Context: an optimization exercise on an open-source flow, tuned for small area, a short achievable clock period and few clock cycles. The choices shown serve that exercise and are no tape-out recipe. In this exercise RTL edits were held to simulation tests only and were not proved equivalent to the original.

### run.sh
#!/bin/bash
# synth_recipe.tcl (not shown) runs the flow's synth.tcl, then flattens the netlist and writes it again
# the make line also repeats each setting of config.mk as NAME=value (left out here)
make -C /OpenROAD-flow-scripts/flow DESIGN_CONFIG=/design/flow/config.mk WORK_HOME=/design/flow/orfs CLKGATE_MAP_FILE= SYNTH_SCRIPT=/design/flow/synth_recipe.tcl finish
### config.mk
export PLATFORM = sky130hd
export DESIGN_NAME = mul_div_unit
export DESIGN_NICKNAME = mul_div_unit
export VERILOG_FILES = /design/flow/design.v
export SDC_FILE = /design/flow/constraint.sdc
export NUM_CORES = 4
export LEC_CHECK = 0
export CAP_MARGIN = 20
export CORE_MARGIN = 2
export CORE_UTILIZATION = 40
export SLEW_MARGIN = 20
### constraint.sdc
create_clock -name core_clock -period 10.0 [get_ports {clk}]
set_input_delay 2.0000 -clock core_clock [delete_from_list [all_inputs] [get_ports {clk}]]
set_output_delay 2.0000 -clock core_clock [all_outputs]
set_load 0.01 [all_outputs]
### design.v
package mdu_pkg;
  typedef enum logic [2:0] {
    OP_MUL    = 3'b000,
    OP_MULH   = 3'b001,
    OP_MULHSU = 3'b010,
    OP_MULHU  = 3'b011,
    OP_DIV    = 3'b100,
    OP_DIVU   = 3'b101,
    OP_REM    = 3'b110,
    OP_REMU   = 3'b111
  } funct3_e;
  typedef enum logic [2:0] {
    IDLE  = 3'd0,   
    DNORM = 3'd1,   
    DSTEP = 3'd2,   
    FIX1  = 3'd3,   
    FIX2  = 3'd4,   
    MSTEP = 3'd5,   
    MADD  = 3'd6    
  } state_e;
endpackage
module mdu_divider (
  input  logic [31:0] value,
  output logic [5:0]  lz
);
  always_comb begin
    lz = 6'd32;
    for (int i = 0; i < 32; i++) begin
      if (value[i]) lz = 6'(31 - i);
    end
  end
endmodule
module mul_div_unit (
  input  logic        clk,
  input  logic        rst,
  input  logic        start,
  input  logic [2:0]  funct3,
  input  logic [31:0] operand_a,
  input  logic [31:0] operand_b,
  input  logic [4:0]  rd_in,
  input  logic        flush,
  output logic        busy,
  output logic        done,
  output logic [31:0] result,
  output logic [4:0]  rd_out
);
  mdu_pkg::state_e state, state_n;
  logic            done_n;
  logic [2:0]  op_q;
  logic [4:0]  rd_q;
  logic [32:0] r_q, r_n;      
  logic [31:0] q_q, q_n;      
  logic [32:0] x_q, x_n;      
  logic        pb_q, pb_n;    
  logic [4:0]  cnt_q, cnt_n;
  logic        sa_q, sa_n;    
  logic        negq_q, negq_n;
  logic accept;
  assign busy   = (state != mdu_pkg::IDLE);
  assign accept = start & ~flush & ~busy;
  logic sgn_a_in, sgn_b_in;
  assign sgn_a_in = funct3[2] ? ~funct3[0] : ~(funct3[1] & funct3[0]);
  assign sgn_b_in = funct3[2] ? ~funct3[0] : ~funct3[1];
  logic [34:0] add_a, add_b, add_t;
  logic        add_neg;
  logic        b_zero, b_two;
  logic bq1, bq0;
  assign bq1 = q_q[1];
  assign bq0 = q_q[0];
  always_comb begin
    add_a   = {{2{r_q[32]}}, r_q};
    b_zero  = 1'b0;
    b_two   = 1'b0;
    add_neg = 1'b0;
    case (state)
      mdu_pkg::MSTEP: begin
        b_zero  = (bq1 == bq0) & (bq0 == pb_q);
        b_two   = (bq1 & ~bq0 & ~pb_q) | (~bq1 & bq0 & pb_q);
        add_neg = bq1 & ~(bq0 & pb_q);
      end
      mdu_pkg::DSTEP: add_neg = (sa_q == x_q[32]);
      mdu_pkg::FIX2:  add_neg = 1'b1;
      default: ;
    endcase
    add_b = b_zero ? 35'd0 : (b_two ? {x_q[32], x_q, 1'b0} : {{2{x_q[32]}}, x_q});
    add_t = add_a + (add_b ^ {35{add_neg}}) + {34'd0, add_neg};
  end
  logic [5:0] lza, lzb;
  logic       dn_sa, dn_sb, dn_bz;
  logic [6:0] dn_d;
  assign dn_sa = r_q[32];
  assign dn_sb = x_q[32];
  mdu_divider u_lza (.value(q_q ^ {32{dn_sa}}),        .lz(lza));
  mdu_divider u_lzb (.value(x_q[31:0] ^ {32{dn_sb}}), .lz(lzb));
  assign dn_bz = (x_q[31:0] == 32'd0);
  assign dn_d  = {1'b0, (lzb[5] ? 6'd31 : lzb)} - {1'b0, lza} + {6'd0, dn_sa};
  logic dstep_acc;
  assign dstep_acc = sa_q ? (add_t[34] | (add_t[33:0] == 34'd0)) : ~add_t[34];
  logic skip8;
  assign skip8 = (cnt_q[4] | (cnt_q[3:2] != 2'b00)) &
                 ((&{q_q[7:0], pb_q}) | ~(|{q_q[7:0], pb_q}));
  always_comb begin
    state_n = state;
    done_n  = 1'b0;
    r_n     = r_q;
    q_n     = q_q;
    x_n     = x_q;
    pb_n    = pb_q;
    cnt_n   = cnt_q;
    sa_n    = sa_q;
    negq_n  = negq_q;
    case (state)
      mdu_pkg::IDLE: begin
        if (accept) begin
          q_n   = operand_a;
          x_n   = {sgn_b_in & operand_b[31], operand_b};
          r_n   = funct3[2] ? {sgn_a_in & operand_a[31], operand_a} : 33'd0;
          pb_n  = 1'b0;
          cnt_n = 5'd16;
          state_n = funct3[2] ? mdu_pkg::DNORM : mdu_pkg::MSTEP;
        end
      end
      mdu_pkg::DNORM: begin
        sa_n   = dn_sa;
        negq_n = (op_q == mdu_pkg::OP_DIV) & (dn_sa ^ dn_sb);
        if (dn_bz) begin
          q_n     = 32'hFFFF_FFFF;
          negq_n  = 1'b0;
          state_n = mdu_pkg::IDLE;
          done_n  = 1'b1;
        end else if (dn_d[6]) begin
          q_n     = 32'd0;
          negq_n  = 1'b0;
          state_n = mdu_pkg::IDLE;
          done_n  = 1'b1;
        end else begin
          q_n     = 32'd0;
          x_n     = x_q << dn_d[4:0];
          cnt_n   = dn_d[4:0];
          state_n = mdu_pkg::DSTEP;
        end
      end
      mdu_pkg::DSTEP: begin
        if (dstep_acc) r_n = add_t[32:0];
        q_n   = {q_q[30:0], dstep_acc};
        x_n   = {x_q[32], x_q[32:1]};
        cnt_n = cnt_q - 5'd1;
        if (cnt_q == 5'd0) begin
          if (negq_q) begin
            state_n = mdu_pkg::FIX1;
          end else begin
            state_n = mdu_pkg::IDLE;
            done_n  = 1'b1;
          end
        end
      end
      mdu_pkg::FIX1: begin
        x_n     = {1'b0, q_q};
        r_n     = 33'd0;
        state_n = mdu_pkg::FIX2;
      end
      mdu_pkg::FIX2: begin
        r_n     = add_t[32:0];
        state_n = mdu_pkg::IDLE;
        done_n  = 1'b1;
      end
      mdu_pkg::MSTEP: begin
        if (skip8) begin
          r_n   = {{8{r_q[32]}}, r_q[32:8]};
          q_n   = {r_q[7:0], q_q[31:8]};
          pb_n  = q_q[7];
          cnt_n = cnt_q - 5'd4;
        end else begin
          r_n   = add_t[34:2];
          q_n   = {add_t[1:0], q_q[31:2]};
          pb_n  = q_q[1];
          cnt_n = cnt_q - 5'd1;
        end
        if (cnt_n == 5'd0) begin
          if ((op_q == mdu_pkg::OP_MULHU) & pb_n) begin
            state_n = mdu_pkg::MADD;
          end else begin
            state_n = mdu_pkg::IDLE;
            done_n  = 1'b1;
          end
        end
      end
      mdu_pkg::MADD: begin
        r_n     = add_t[32:0];
        state_n = mdu_pkg::IDLE;
        done_n  = 1'b1;
      end
      default: state_n = mdu_pkg::IDLE;
    endcase
  end
  always_ff @(posedge clk or posedge rst) begin
    if (rst) begin
      state <= mdu_pkg::IDLE;
      done  <= 1'b0;
    end else if (flush) begin
      state <= mdu_pkg::IDLE;
      done  <= 1'b0;
    end else begin
      state <= state_n;
      done  <= done_n;
    end
  end
  always_ff @(posedge clk) begin
    if (accept) begin
      op_q <= funct3;
      rd_q <= rd_in;
    end
    r_q    <= r_n;
    q_q    <= q_n;
    x_q    <= x_n;
    pb_q   <= pb_n;
    cnt_q  <= cnt_n;
    sa_q   <= sa_n;
    negq_q <= negq_n;
  end
  logic selr;
  assign selr   = op_q[2] ? (op_q[1] | negq_q) : (op_q[1] | op_q[0]);
  assign result = selr ? r_q[31:0] : q_q;
  assign rd_out = rd_q;
endmodule
==> summary.txt, run 1 <==
Final min period between 7000 and 8000 ps; Critical path destination r_q[17]; Worst-path clk slew approximately 70 ps; area grow syn2layout 14.2%; # DRC 0; Die Y approximately 190 µm; post-route cell area between 0.015 and 0.02 mm²; most frequent cell on the critical path buf_4; RSZ-0062 raised after global routing false; # H-tree levels 4; num rows just under 70; Post-CTS Setup Bufs 0; Synthesis Warnings 2; Resize count post-CTS 0; largest net degree at the start of global routing 62; Pre-Repair DR Iteration Count 6; clock latency (worst-skew pair) about 470 ps; worst min path class reg2reg; TritonCTS clock tree done; Critical R2R Launch state[0]; CP Cell Sequence buf_4, nand3b_1, buf_4, nor2_4, nand2_1, a21oi_1, xnor2_1, ha_1, a2111oi_0, o21ai_1, a31oi_1, o21ai_0, xnor2_1, o211ai_1, or4_1, nor4_1, a31oi_1, a211oi_4, buf_4; Post-DRT Antenna Nets 0; Avg Inst Size Synth between 7 and 8 µm²; DR iter-0 viols 1818; top_reg_cell synth edfxtp_1; Core Footprint roughly 0.035 mm²; Crit Path Class reg2reg; clk sink count between 100 and 150; Mapped Area ~0.014 mm²; commonest non-fill, non-tap cells in the layout nand2_1 (272), nor2_1 (176), a21oi_1 (151); fin. max-slew vios 0; Longest Clk Path Bufs 2; Post-CTS Hold Fix Bufs 0; FF-to-FF path depth 19; WL per Instance roughly 26 µm; worst path arrival time between 7000 and 8000 ps; outcome no timing/DRC/antenna violations; port buffer count between 100 and 150; Final Instance Count excl. Fillers 2309; worst hold slack ~620 ps; DP Area 0.0155 mm²; Hold Violations, Final 0; Startpoint Class flip-flop; number of flops mapped to enable cells by yosys about 110; gpl congestion 0.955; first-pass GRT wire length 87400 µm; Worst setup EP type flip-flop; R2R Setup Slk about 2900 ps; final setup vio count 0; Detailed Place HPWL about 43000 µm; Worst Path Max Fanout between 60 and 70; sequential share of the synthesized area 0.250; max-cap violations 0; Async S/R FF share, synth 0.0339; NumNets Final approximately 2.0k; WP data required between 10000 and 15000 ps; Core Util, Final 0.464; clk_skew 15.3 ps; global route overflow 0; synth unique cells 87; fin crit share 0.707; Slew headroom 0.347; Vias/cell approximately 6.4; DRT Wirelength between 50000 and 60000 µm; TritonCTS buffer count 17; width of the chip approximately 190 µm; layout cells sized above 1 0.0859; Max Clk Rate about 140 MHz; CP peak stage delay ~650 ps; post-synthesis cell count roughly 1.8k; vias in the first global route approximately 14k; initial antenna violation count 2; Setup TNS 0 ps; via count 14.9k; Worst Tran Pin Value around 1000 ps; starting density of the core 0.406; num ports 115; FF-to-FF End r_q[17]; synthesis-stage register bit count ~120; gr usage total 0.321; crit path from state[0]; CP max stage cell nor2_4; Post-Place Cells around 2.3k; commonest non-fill, non-tap cell in the layout nand2_1; Die Area 0.0367 mm²; Syn Nets ~2.0k; CTS Root Cell clkbuf_16
## flip-flops by register name (all words and copies together) (netlist names)
name	count
r_q	33
x_q	33
q_q	32
cnt_q	5
rd_q	5
op_q	3
state	3
done	1
negq_q	1
pb_q	1
sa_q	1
## layout make-up
class | count | area [µm²]
flip-flops and latches | 118 | 3530
repair buffers | 143 | 1370
well taps | 455 | 569
diodes | 3 | 7.51
clock buffers | 17 | 425
clock inverters | 15 | 170
inverters | 45 | 169
fillers | 3421 | 18500
multi-input cells | 1513 | 9840
## metrics by stage
step	setup WS, ps
after global routing	2510
after global placement	3290
final	2930
after detailed placement	3040
after floorplan	2330
after CTS	2980
## synth_stat cells (all sizes together), types with 8 or more instances
master / number / area share
a211oi: 24 / 0.013
a21o: 24 / 0.013
a21oi: 152 / 0.054
a22oi: 25 / 0.013
a31oi: 14 / 0.0062
and2: 14 / 0.0062
and3: 23 / 0.010
buf: 20 / 0.0056
clkbuf: 153 / 0.041
edfxtp: 114 / 0.24
ha: 51 / 0.045
inv: 44 / 0.012
mux2: 38 / 0.030
mux2i: 70 / 0.050
mux4: 20 / 0.032
nand2: 272 / 0.073
nand2b: 22 / 0.0098
nand3: 47 / 0.017
nand4: 13 / 0.0058
nor2: 182 / 0.049
nor2b: 26 / 0.012
nor3: 50 / 0.019
nor4: 9 / 0.0040
o211ai: 13 / 0.0069
o21a: 9 / 0.0048
o21ai: 152 / 0.054
o21bai: 8 / 0.0043
o221ai: 15 / 0.0093
o22ai: 9 / 0.0040
o31ai: 11 / 0.0059
o32a: 16 / 0.011
or3: 24 / 0.011
xnor2: 58 / 0.036
xor2: 17 / 0.011
## metal layers
metal,GRT usage,vias to the layer above,part of all wire
met5,0,-,0.00022
met4,0.183,2,0.062
met3,0.0561,174,0.096
met2,0.502,933,0.45
met1,0.418,7004,0.40
li1,-,6751,-
## critical path, delay by kind of cell, from the launching register on
family                   cells  cell delay (ps)
flip-flops                   1              350
adder cells (fa/ha/maj)      1              370
AND/OR/NAND/NOR              5             1850
buffers and inverters        3             1340
AO/OA/AOI/OAI                8             2240
XOR/XNOR                     2              500
## how the worst min path moves through the flow
| stage | slack (ps) | start | cells past startpoint | endpoint |
|---|---|---|---|---|
| 3_3_place_gp | 590 | cnt_q[1] | 1 | cnt_q[1] |
| 3_5_place_dp | 610 | cnt_q[1] | 1 | cnt_q[1] |
| 2_1_floorplan | 550 | r_q[32] | 0 | sa_q |
| 5_1_grt | 660 | cnt_q[1] | 1 | cnt_q[1] |
| 6_report | 620 | cnt_q[1] | 1 | cnt_q[1] |
| 4_1_cts | 630 | cnt_q[1] | 1 | cnt_q[1] |
## cell families (layout without fill, tap and decap cells)
family,count (synthesis),after routing,synth area share
XOR/XNOR,75,75,0.0467
AO/OA/AOI/OAI,540,540,0.248
flip-flops,118,118,0.250
buffers and inverters,218,220,0.0586
other,0,3,0
adder cells (fa/ha/maj),53,53,0.0482
AND/OR/NAND/NOR,717,717,0.236
multiplexers,128,128,0.112
Testbench counts, summed over its fixed seeds: cycles 79,914.
==> run 2, diff against run 1 <==
--- a/config.mk
+++ b/config.mk
@@ -8,4 +8,5 @@
 export CAP_MARGIN = 20
 export CORE_MARGIN = 2
 export CORE_UTILIZATION = 40
+export SETUP_SLACK_MARGIN = 5
 export SLEW_MARGIN = 20
==> run 2 against run 1 <==
Still clean on timing, DRC and antenna. Sequential share of layout area fell by 4.0 points. Highest routed layer is now met4. Hold slack worse by 30 ps. Final cell count increased by 9.2%.
==> summary.txt, run 2 <==
synthesis-stage register bit count 118 (unchanged); Vias/cell 6.57 (+2.1%); # H-tree levels 4 (unchanged); hold path startpoint cnt_q[1]; Critical path destination r_q[7]; commonest non-fill, non-tap cells in the layout nand2_1 (252), buf_4 (188), nor2_1 (165); Pre-Repair DR Iteration Count 7 (+1); via count 16.6k (+11%); outcome no timing/DRC/antenna violations; RSZ-0062 raised after global routing true; first-pass GRT wire length 96900 µm (+11%); Core Util, Final 0.568 (+0.103); max-cap violations 0 (unchanged); GRT busiest layer met2; Setup TNS 0 ps (unchanged); synth top area cells edfxtp_1 (24%), nand2_1 (7.3%), a21oi_1 (5.4%); largest family of logic cells by synthesized area compound AO/OA/AOI/OAI gates; Die Area 0.0367 mm² (unchanged); Worst-path clk slew 70 ps (about the same); Hold Violations, Final 0 (unchanged); multiplexer share of the synthesized area 0.112 (unchanged); Compound-Gate Fraction of Synth Area 0.248 (unchanged); post-synthesis cell count 1849 (unchanged); final worst-path setup slack 4530 ps (+1600 ps); Worst setup EP type flip-flop; TritonCTS clock tree done; Synth Area in Adders 0.0482 (unchanged); vias in the first global route 15.1k (+9.2%); Mapped Area 0.0141 mm² (unchanged); final-layout fill cell count 2998 (-12%); Post-CTS Hold Fix Bufs 0 (unchanged); clk_skew 16.3 ps (+1.01 ps); NumNets Final 2182 (+11%); fin. max-slew vios 0 (unchanged); Critical R2R Launch q_q[1]; worst min path class reg2reg; CTS Root Cell clkbuf_16; pre-CTS WS 3070 ps (+31.3 ps); worst path arrival time 5640 ps (-1530 ps); clock latency (worst-skew pair) 460 ps (about the same); top_reg_cell synth edfxtp_1; num ports 115 (unchanged); area grow syn2layout 39.6%; width of the chip 192 µm (unchanged); gpl congestion 1.04 (+9.1%); DRT Wirelength 67000 µm (+12%); Synthesis Warnings 2 (unchanged); XOR/XNOR share of the synthesized area 0.0467 (unchanged); Final min period 5470 ps (-1600 ps); DR iter-0 viols 2282 (+26%); FF-to-FF path depth 23 (+4); Startpoint Class flip-flop; Post-DRT Antenna Nets 0 (unchanged); Worst Path Max Fanout 16 (-74%); Die Y 192 µm (unchanged); fin crit share 0.547 (-0.160); TritonCTS buffer count 17 (unchanged); crit path from q_q[1]; Detailed Place HPWL 42800 µm (-1.3%); # DRC 0 (unchanged); Syn Nets 1978 (unchanged); num rows 68 (unchanged); Core Footprint 0.0346 mm² (unchanged); count leader, synth nand2_1; port buffer count 114 (unchanged); WL per Instance 26.6 µm (+2.9%); largest registers r_q (33), x_q (33), q_q (32); FF-to-FF End r_q[7]; number of flops mapped to enable cells by yosys 114 (unchanged); Longest Clk Path Bufs 2 (unchanged); Slew headroom 0.426 (+0.0791); Synth area leader edfxtp_1; largest net degree at the start of global routing 53 (-15%); layout cells sized above 1 0.275 (+0.190); top cell type's share of synthesized area 0.243 (unchanged); sequential share of the synthesized area 0.250 (unchanged); WP data required 10180 ps (+80 ps); Max Clk Rate 183 MHz (+29%); gr usage total 0.355 (+0.0343); Synth Area in Simple Gates 0.236 (unchanged); Global Route met1 Usage 0.460 (+0.0420); GR met2 Demand/Resource 0.552 (+0.0492); clk sink count 118 (unchanged); Avg Inst Size Synth 7.61 µm² (unchanged); global route overflow 0 (unchanged); initial antenna violation count 0 (-2); synth cell count leaders nand2_1 (272), nor2_1 (181), a21oi_1 (151), clkbuf_1 (151), o21ai_0 (147); final setup vio count 0 (unchanged); Async S/R FF share, synth 0.0339 (unchanged); synth unique cells 87 (unchanged); starting density of the core 0.406 (unchanged); commonest non-fill, non-tap cell in the layout nand2_1; Crit Path Class reg2reg; R2R Setup Slk 4530 ps (+1600 ps); Worst Tran Pin Value 858 ps (-118 ps); M3 GR Usage 0.0634 (+0.00731)
[run 2: changes by cell type in the layout (fill, tap and decap cells not counted), sizes merged]
cell / delta
buf: +204
bufbuf: +7
clkbuf: +3
inv: -3
clkinvlp: +2
diode: -2
bufinv: +1
clkinv: -1
nand2b: +1
nor2: +1
[run 2: area by class of cell]
| class | instances | area [µm²] | area share |
|---|---|---|---|
| Antenna cell | 1 | 2.50 | 0.000127 |
| Clock buffer | 18 | 429 | 0.0218 |
| Clock inverter | 14 | 173 | 0.00879 |
| Inverter | 45 | 179 | 0.00910 |
| Multi-Input combinational cell | 1515 | 11200 | 0.568 |
| Sequential cell | 118 | 3530 | 0.179 |
| Tap cell | 455 | 569 | 0.0290 |
| Timing Repair Buffer | 356 | 3610 | 0.184 |
[run 2: routing by layer]
| layer | routed length, µm | up-vias | share of wire |
|---|---|---|---|
| met5 | 0 | - | 0 |
| met4 | 4850 | 0 | 0.072 |
| met3 | 7270 | 273 | 0.11 |
| met2 | 29400 | 1238 | 0.44 |
| met1 | 25500 | 7880 | 0.38 |
| li1 | - | 7181 | - |
[run 2: through the flow]
step           hold slack [ps]  area [µm²]  std cells
6_report                   592       19700       2522
2_1_floorplan              552       14200       1849
5_1_grt                    613       19700       2521
4_1_cts                    595       18700       2464
3_3_place_gp               595       15500       2278
3_5_place_dp               580       15500       2278
[run 2: worst min path at each step]
stage | slack, ps | endpoint | cells past startpoint
5_1_grt | 610 | cnt_q[1] | 1
3_3_place_gp | 600 | cnt_q[1] | 1
2_1_floorplan | 550 | sa_q | 0
6_report | 590 | cnt_q[1] | 1
3_5_place_dp | 580 | cnt_q[1] | 1
4_1_cts | 600 | cnt_q[1] | 1
[run 2: what timing repair did]
item | 4_1_cts | 5_1_grt
resized for setup | 218 | 108
pin swaps | 87 | 73
gates cloned | 19 | 1
setup buffers | 135 | 56
setup endpoints to repair | 126 | 100
[run 2: critical path, cell delays in order, from the launching register on]
cell	delay [ps]
edfxtp_1	420
buf_4	160
inv_4	60
buf_4	130
ha_4	220
nor3_4	230
buf_4	180
buf_16	160
a21oi_2	60
xnor2_2	150
ha_2	340
and2_4	150
nand4_1	120
or4_4	520
nor3_4	300
nor3_4	110
xnor2_2	160
or4_4	550
nor4_4	310
a31oi_4	170
a211oi_4	270
buf_12	180
buf_12	110
buf_16	130
[run 2: cell families after synthesis]
family / Yosys count
simple gates: 717
compound gates: 540
buf+inv: 218
mux: 128
flops: 118
xor+xnor: 75
fa+ha+maj: 53
==> run 3, diff against run 2 <==
--- a/config.mk
+++ b/config.mk
@@ -5,6 +5,7 @@
 export SDC_FILE = /design/flow/constraint.sdc
 export NUM_CORES = 4
 export LEC_CHECK = 0
+export ABC_CLOCK_PERIOD_IN_PS = 3000
 export CAP_MARGIN = 20
 export CORE_MARGIN = 2
 export CORE_UTILIZATION = 40
==> run 3 against run 2 <==
Die area unchanged. Worst setup slack unchanged. Global-route usage stayed put. Synthesized cell count unchanged. Critical path type unchanged.
==> summary.txt, run 3 <==
outcome no timing/DRC/antenna violations; final setup vio count 0 (unchanged); synth cell count leaders nand2_1 (272), nor2_1 (181), a21oi_1 (151), clkbuf_1 (151), o21ai_0 (147); port buffer count 114 (unchanged); first-pass GRT wire length 96900 µm (unchanged); Hold Violations, Final 0 (unchanged); largest net degree at the start of global routing 53 (unchanged); vias in the first global route 15.1k (unchanged); Final min period 5470 ps (unchanged); fin crit share 0.547 (unchanged); Crit Path Class reg2reg; Worst-path clk slew 70 ps (about the same); synth top area cells edfxtp_1 (24%), nand2_1 (7.3%), a21oi_1 (5.4%); width of the chip 192 µm (unchanged); Vias/cell 6.57 (unchanged); commonest non-fill, non-tap cells in the layout nand2_1 (252), buf_4 (188), nor2_1 (165); Async S/R FF share, synth 0.0339 (unchanged); GRT busiest layer met2; FF-to-FF path depth 23 (unchanged); DRT Wirelength 67000 µm (unchanged); XOR/XNOR share of the synthesized area 0.0467 (unchanged); TritonCTS clock tree done; Synthesis Warnings 2 (unchanged); sequential share of the synthesized area 0.250 (unchanged); WL per Instance 26.6 µm (unchanged); Synth Area in Adders 0.0482 (unchanged); Synth Area in Simple Gates 0.236 (unchanged); M3 GR Usage 0.0634 (unchanged); R2R Setup Slk 4530 ps (about the same); top_reg_cell synth edfxtp_1; RSZ-0062 raised after global routing true; max-cap violations 0 (unchanged); starting density of the core 0.406 (unchanged); Post-DRT Antenna Nets 0 (unchanged); Worst Tran Pin Value 858 ps (unchanged); Avg Inst Size Synth 7.61 µm² (unchanged); post-synthesis cell count 1849 (unchanged); Die Area 0.0367 mm² (unchanged); initial antenna violation count 0 (unchanged); Post-CTS Hold Fix Bufs 0 (unchanged); global route overflow 0 (unchanged); Critical R2R Launch q_q[1]; Mapped Area 0.0141 mm² (unchanged); Worst Path Max Fanout 16 (unchanged); Die Y 192 µm (unchanged); DP Area 0.0155 mm² (unchanged); final worst-path setup slack 4530 ps (unchanged); synthesis-stage register bit count 118 (unchanged); Max Clk Rate 183 MHz (unchanged); Core Footprint 0.0346 mm² (unchanged); via count 16.6k (unchanged); CTS Root Cell clkbuf_16; gpl congestion 1.04 (unchanged); clk sink count 118 (unchanged); Worst setup EP type flip-flop; TritonCTS buffer count 17 (unchanged); DR iter-0 viols 2282 (unchanged); Synth area leader edfxtp_1; fin. max-slew vios 0 (unchanged); Final Instance Count excl. Fillers 2522 (unchanged); multiplexer share of the synthesized area 0.112 (unchanged); Slew headroom 0.426 (unchanged); synth unique cells 87 (unchanged); count leader, synth nand2_1; Pre-Repair DR Iteration Count 7 (unchanged); layout cells sized above 1 0.275 (unchanged); final-layout fill cell count 2998 (unchanged); largest family of logic cells by synthesized area compound AO/OA/AOI/OAI gates; top cell type's share of synthesized area 0.243 (unchanged); clk_skew 16.3 ps (unchanged); pre-CTS WS 3070 ps (unchanged); commonest non-fill, non-tap cell in the layout nand2_1; Post-Place Cells 2278 (unchanged); Syn Nets 1978 (unchanged); gr usage total 0.355 (unchanged); # DRC 0 (unchanged); number of flops mapped to enable cells by yosys 114 (unchanged); clock latency (worst-skew pair) 460 ps (about the same); num ports 115 (unchanged); area grow syn2layout 39.6% (unchanged); # H-tree levels 4 (unchanged); Core Util, Final 0.568 (unchanged); Global Route met1 Usage 0.460 (unchanged); Startpoint Class flip-flop; NumNets Final 2182 (unchanged); worst path arrival time 5640 ps (about the same); Critical path destination r_q[7]; Compound-Gate Fraction of Synth Area 0.248 (unchanged); worst min path class reg2reg; post-route cell area 0.0197 mm² (unchanged); FF-to-FF End r_q[7]; Setup TNS 0 ps (unchanged); WP data required 10180 ps (about the same); Detailed Place HPWL 42800 µm (unchanged); num rows 68 (unchanged); Longest Clk Path Bufs 2 (unchanged); GR met2 Demand/Resource 0.552 (unchanged); crit path from q_q[1]; largest registers r_q (33), x_q (33), q_q (32)
==> run 3: timing repair <==
| item | 4_1_cts | 5_1_grt |
|---|---|---|
| endpoints found under the setup margin | 126 | 100 |
| pin swaps | 87 | 73 |
| gates resized for setup | 218 | 108 |
| gates cloned | 19 | 1 |
| buffers inserted | 135 | 56 |
==> run 3: critical path: stages, from the launching register on <==
cell	delay (ps)
edfxtp_1	420
buf_4	160
inv_4	60
buf_4	130
ha_4	220
nor3_4	230
buf_4	180
buf_16	160
a21oi_2	60
xnor2_2	150
ha_2	340
and2_4	150
nand4_1	120
or4_4	520
nor3_4	300
nor3_4	110
xnor2_2	160
or4_4	550
nor4_4	310
a31oi_4	170
a211oi_4	270
buf_12	180
buf_12	110
buf_16	130
==> run 3: layer usage <==
layer  part of all wire  wire length, µm  vias to the layer above
li1                   -                -                     7181
met1               0.38            25500                     7880
met2               0.44            29400                     1238
met3               0.11             7270                      273
met4              0.072             4850                        0
met5                  0                0                        -
==> run 3: worst min path at each step <==
stage / slack, ps / from / cells past startpoint / end
after floorplan: 550 / r_q[32] / 0 / sa_q
after global placement: 600 / cnt_q[1] / 1 / cnt_q[1]
after detailed placement: 580 / cnt_q[1] / 1 / cnt_q[1]
after CTS: 600 / cnt_q[1] / 1 / cnt_q[1]
after global routing: 610 / cnt_q[1] / 1 / cnt_q[1]
final: 590 / cnt_q[1] / 1 / cnt_q[1]
==> run 3: layout make-up <==
cell class	count	area, µm²	share of cell area
multi-input combinational	1515	11200	0.568
timing repair buffer	356	3610	0.184
inverter	45	179	0.00910
tap	455	569	0.0290
sequential	118	3530	0.179
clock inverter	14	173	0.00879
antenna	1	2.50	0.000127
clock buffer	18	429	0.0218
==> run 3: cell families after synthesis <==
family,after synthesis
flip-flops,118
multiplexers,128
AO/OA/AOI/OAI,540
XOR/XNOR,75
adder cells (fa/ha/maj),53
AND/OR/NAND/NOR,717
buffers and inverters,218
==> run 3: metrics by stage <==
| step | hold slack, ps |
|---|---|
| after CTS | 595 |
| after global placement | 595 |
| after floorplan | 552 |
| after global routing | 613 |
| final | 592 |
| after detailed placement | 580 |

what the ideal ports hide:
The results above use ideal ports. As a check the final layouts listed here were re-extracted and re-timed, cells and wires unchanged. Step 1 assumes that a clkbuf_16 drives the clock port and a buf_2 every other input. Step 2 also shifts input and output timing later by t, the mid clock arrival at the registers, as if the neighbouring blocks saw the same clock. Slacks: ideal ports / drivers / drivers and shift; pairs: ideal ports / drivers.
| run | shift t [ns] | setup slack, ns | latest minus earliest clock arrival (ns) | pins driven straight from the clock port |
|---|---|---|---|---|
| run 1 | 0.511 | 2.934 / 2.934 / 2.934 | 0.016 / 0.016 | 1 |
| run 2 | 0.508 | 4.531 / 4.531 / 4.531 | 0.016 / 0.016 | 1 |
| run 3 | 0.508 | 4.531 / 4.531 / 4.531 | 0.016 / 0.016 | 1 |
After both steps every run listed still meets setup and hold.
